What follows belongs to an exercise in optimizing a design on an open flow for small area; a production flow would make more cautious choices.
The RTL was checked by simulation tests, not by an equivalence proof against the original design.
Power is estimated from default activity; no workload was simulated.

v6:
==> flow/design.v <==
module sensor_stream_arbiter #(
  parameter int unsigned N_SENSORS = 8,
  parameter int unsigned DATA_W    = 110
) (
  input  logic                          clock,
  input  logic                          resetn,
  input  logic                          enable,
  input  logic [N_SENSORS-1:0]          sensor_ready,
  input  logic [N_SENSORS*DATA_W-1:0]   sensor_data,
  output logic [7:0]                    tx_data,
  output logic                          tx_valid,
  input  logic                          tx_ack,
  output logic                          busy,
  output logic [N_SENSORS-1:0]          overflow,
  input  logic                          clear_overflow
);
  localparam int unsigned NBYTES = (DATA_W + 7) / 8;    
  localparam int unsigned SH_W   = NBYTES * 8;
  logic                   valid;
  logic [2:0]             last;
  logic [N_SENSORS-1:0]   pending;
  logic [3:0]             cnt;         
  logic [N_SENSORS-1:0][DATA_W-1:0] hold;
  logic [DATA_W-1:0]      pkt;         
  logic [N_SENSORS-1:0] sel;
  logic [2:0]           gidx;
  always_comb begin
    gidx = 3'd0;
    for (int i = 0; i < N_SENSORS; i++) if (sel[i]) gidx = gidx | 3'(i);
  end
  wire grant = enable & (|sel);
  logic [DATA_W-1:0] pkt_n;
  always_comb begin
    pkt_n = {DATA_W{valid}} & pkt;
    for (int i = 0; i < N_SENSORS; i++) pkt_n = pkt_n | ({DATA_W{sel[i]}} & hold[i]);
  end
  wire [SH_W-1:0] pkt_x = SH_W'(pkt);
  logic [7:0] pbyte;
  always_comb begin
    pbyte = 8'h00;
    for (int k = 0; k < NBYTES; k++) if (cnt == 4'(k)) pbyte = pkt_x[SH_W-1-8*k -: 8];
  end
  wire xfer = valid & tx_ack;
  wire done = xfer & (cnt == 4'(NBYTES));
  logic [N_SENSORS-1:0] cap, keep;
  always_comb for (int i = 0; i < N_SENSORS; i++) begin
    cap[i]  = sensor_ready[i] & (~pending[i] | (enable & sel[i]));
    keep[i] = ~sensor_ready[i] | (pending[i] ^ (enable & sel[i]));
  end
  logic                 valid_n;
  logic [2:0]           last_n;
  logic [N_SENSORS-1:0] pending_n, overflow_n;
  always_comb begin
    valid_n = grant | (valid & ~done);
    last_n  = grant ? gidx : last;
    for (int i = 0; i < N_SENSORS; i++) begin
      pending_n[i]  = cap[i] | (pending[i] & ~(enable & sel[i]));
      overflow_n[i] = (sensor_ready[i] & ~cap[i]) | (overflow[i] & ~clear_overflow);
    end
  end
  logic [7:0] rot, sel_n;
  logic [2:0] off;
  always_comb begin
    rot = {pending_n, pending_n} >> (last_n + 3'd1);
    off = 3'd0;
    for (int k = 7; k >= 0; k--) if (rot[k]) off = 3'(k);
    sel_n = '0;
    if (!valid_n && |pending_n) sel_n[last_n + 3'd1 + off] = 1'b1;
  end
  always_ff @(posedge clock or negedge resetn) begin
    if (!resetn) begin
      valid    <= 1'b0;
      last     <= 3'd7;
      pending  <= '0;
      overflow <= '0;
      sel      <= '0;
    end else begin
      valid    <= valid_n;
      last     <= last_n;
      pending  <= pending_n;
      overflow <= overflow_n;
      sel      <= sel_n;
    end
  end
  always_ff @(posedge clock) begin
    pkt <= pkt_n;
    if (!valid) begin
      cnt     <= 4'd0;
      tx_data <= {4'hA, 1'b0, gidx};
    end else if (tx_ack) begin
      cnt     <= cnt + 4'd1;
      tx_data <= pbyte;
    end
    for (int i = 0; i < N_SENSORS; i++)
      hold[i] <= ({DATA_W{cap[i]}} & sensor_data[i*DATA_W +: DATA_W])
               | ({DATA_W{keep[i]}} & hold[i]);
  end
  assign tx_valid = valid;
  assign busy     = valid;
endmodule
Settings: LEC_CHECK=0, CAP_MARGIN=20, CORE_MARGIN=2, CORE_UTILIZATION=40, SLEW_MARGIN=20, BUFFER_PORTS_ARGS=-buffer_cell sky130_fd_sc_hd__buf_1, CTS_ARGS=-sink_clustering_enable -repair_clock_nets -dont_use_dummy_load -buf_list sky130_fd_sc_hd__clkbuf_16 -sink_clustering_size 30 -sink_clustering_max_diameter 100; clock period 8.0 ns.
standard.sh (not shown) runs the stock make flow with config.mk's settings and CLKGATE_MAP_FILE= SYNTH_SCRIPT=/design/flow/synth_recipe.tcl, a recipe that flattens the netlist after the stock synthesis.
==> flow/flow/run.sh <==
#!/bin/bash
set -euo pipefail
cd "$(dirname "${BASH_SOURCE[0]}")/.."
cat >> config.mk <<'EOC'
export BUFFER_PORTS_ARGS = -buffer_cell sky130_fd_sc_hd__buf_1
export CTS_ARGS = -sink_clustering_enable -repair_clock_nets -dont_use_dummy_load -buf_list sky130_fd_sc_hd__clkbuf_16 -sink_clustering_size 30 -sink_clustering_max_diameter 100
EOC
bash standard.sh > standard_flow.log 2>&1
Input-level comparison between v7 and v6:
Settings: CTS_ARGS: -sink_clustering_enable -repair_clock_nets -dont_use_dummy_load -buf_list sky130_fd_sc_hd__clkbuf_16 -sink_clustering_size 30 -sink_clustering_max_diameter 100 -> unset.
==> flow/flow/run.sh <==
#!/bin/bash
set -euo pipefail
cd "$(dirname "${BASH_SOURCE[0]}")/.."
echo 'export BUFFER_PORTS_ARGS = -buffer_cell sky130_fd_sc_hd__buf_1' >> config.mk
bash standard.sh > standard_flow.log 2>&1
Results
- v7: done, clean on timing, DRC and antenna
- v6 → v7: total power rose by 13%, relative contribution of sequential cells to total power down 5.3 points, count of clock-net buffers in the final layout saw an increase.
- Diff v6..v7 | die area | unchanged
- Comparing v6 with v7, the data arrival time of the critical path came out essentially unchanged.

-- port drivers added, routing unchanged --
The results above use ideal ports. As a check the final layouts listed here were re-extracted and re-timed, cells and wires unchanged. Step 1, drivers: a clkbuf_16 drives clock and a buf_2 each remaining input, both assumed. Step 2 moves the port delays by t, midway between the first and last clock arrival at a register: inputs arrive t later, outputs are due t later. That takes back most of the time a late clock gives input paths. Three values: ideal ports, drivers, drivers and shift; two values: the first two.
| run | shift t [ns] | setup slack, ns | cell pins on the clock port's net |
|---|---|---|---|
| v6 | 0.660 | 2.338 / 2.350 / 1.690 | 1 |
| v7 | 0.764 | 2.421 / 2.441 / 1.677 | 1 |
After both steps every run listed still meets setup and hold. The setup slack of v7, which loses most, moves by +0.020 ns with the drivers and by -0.744 ns with both steps.
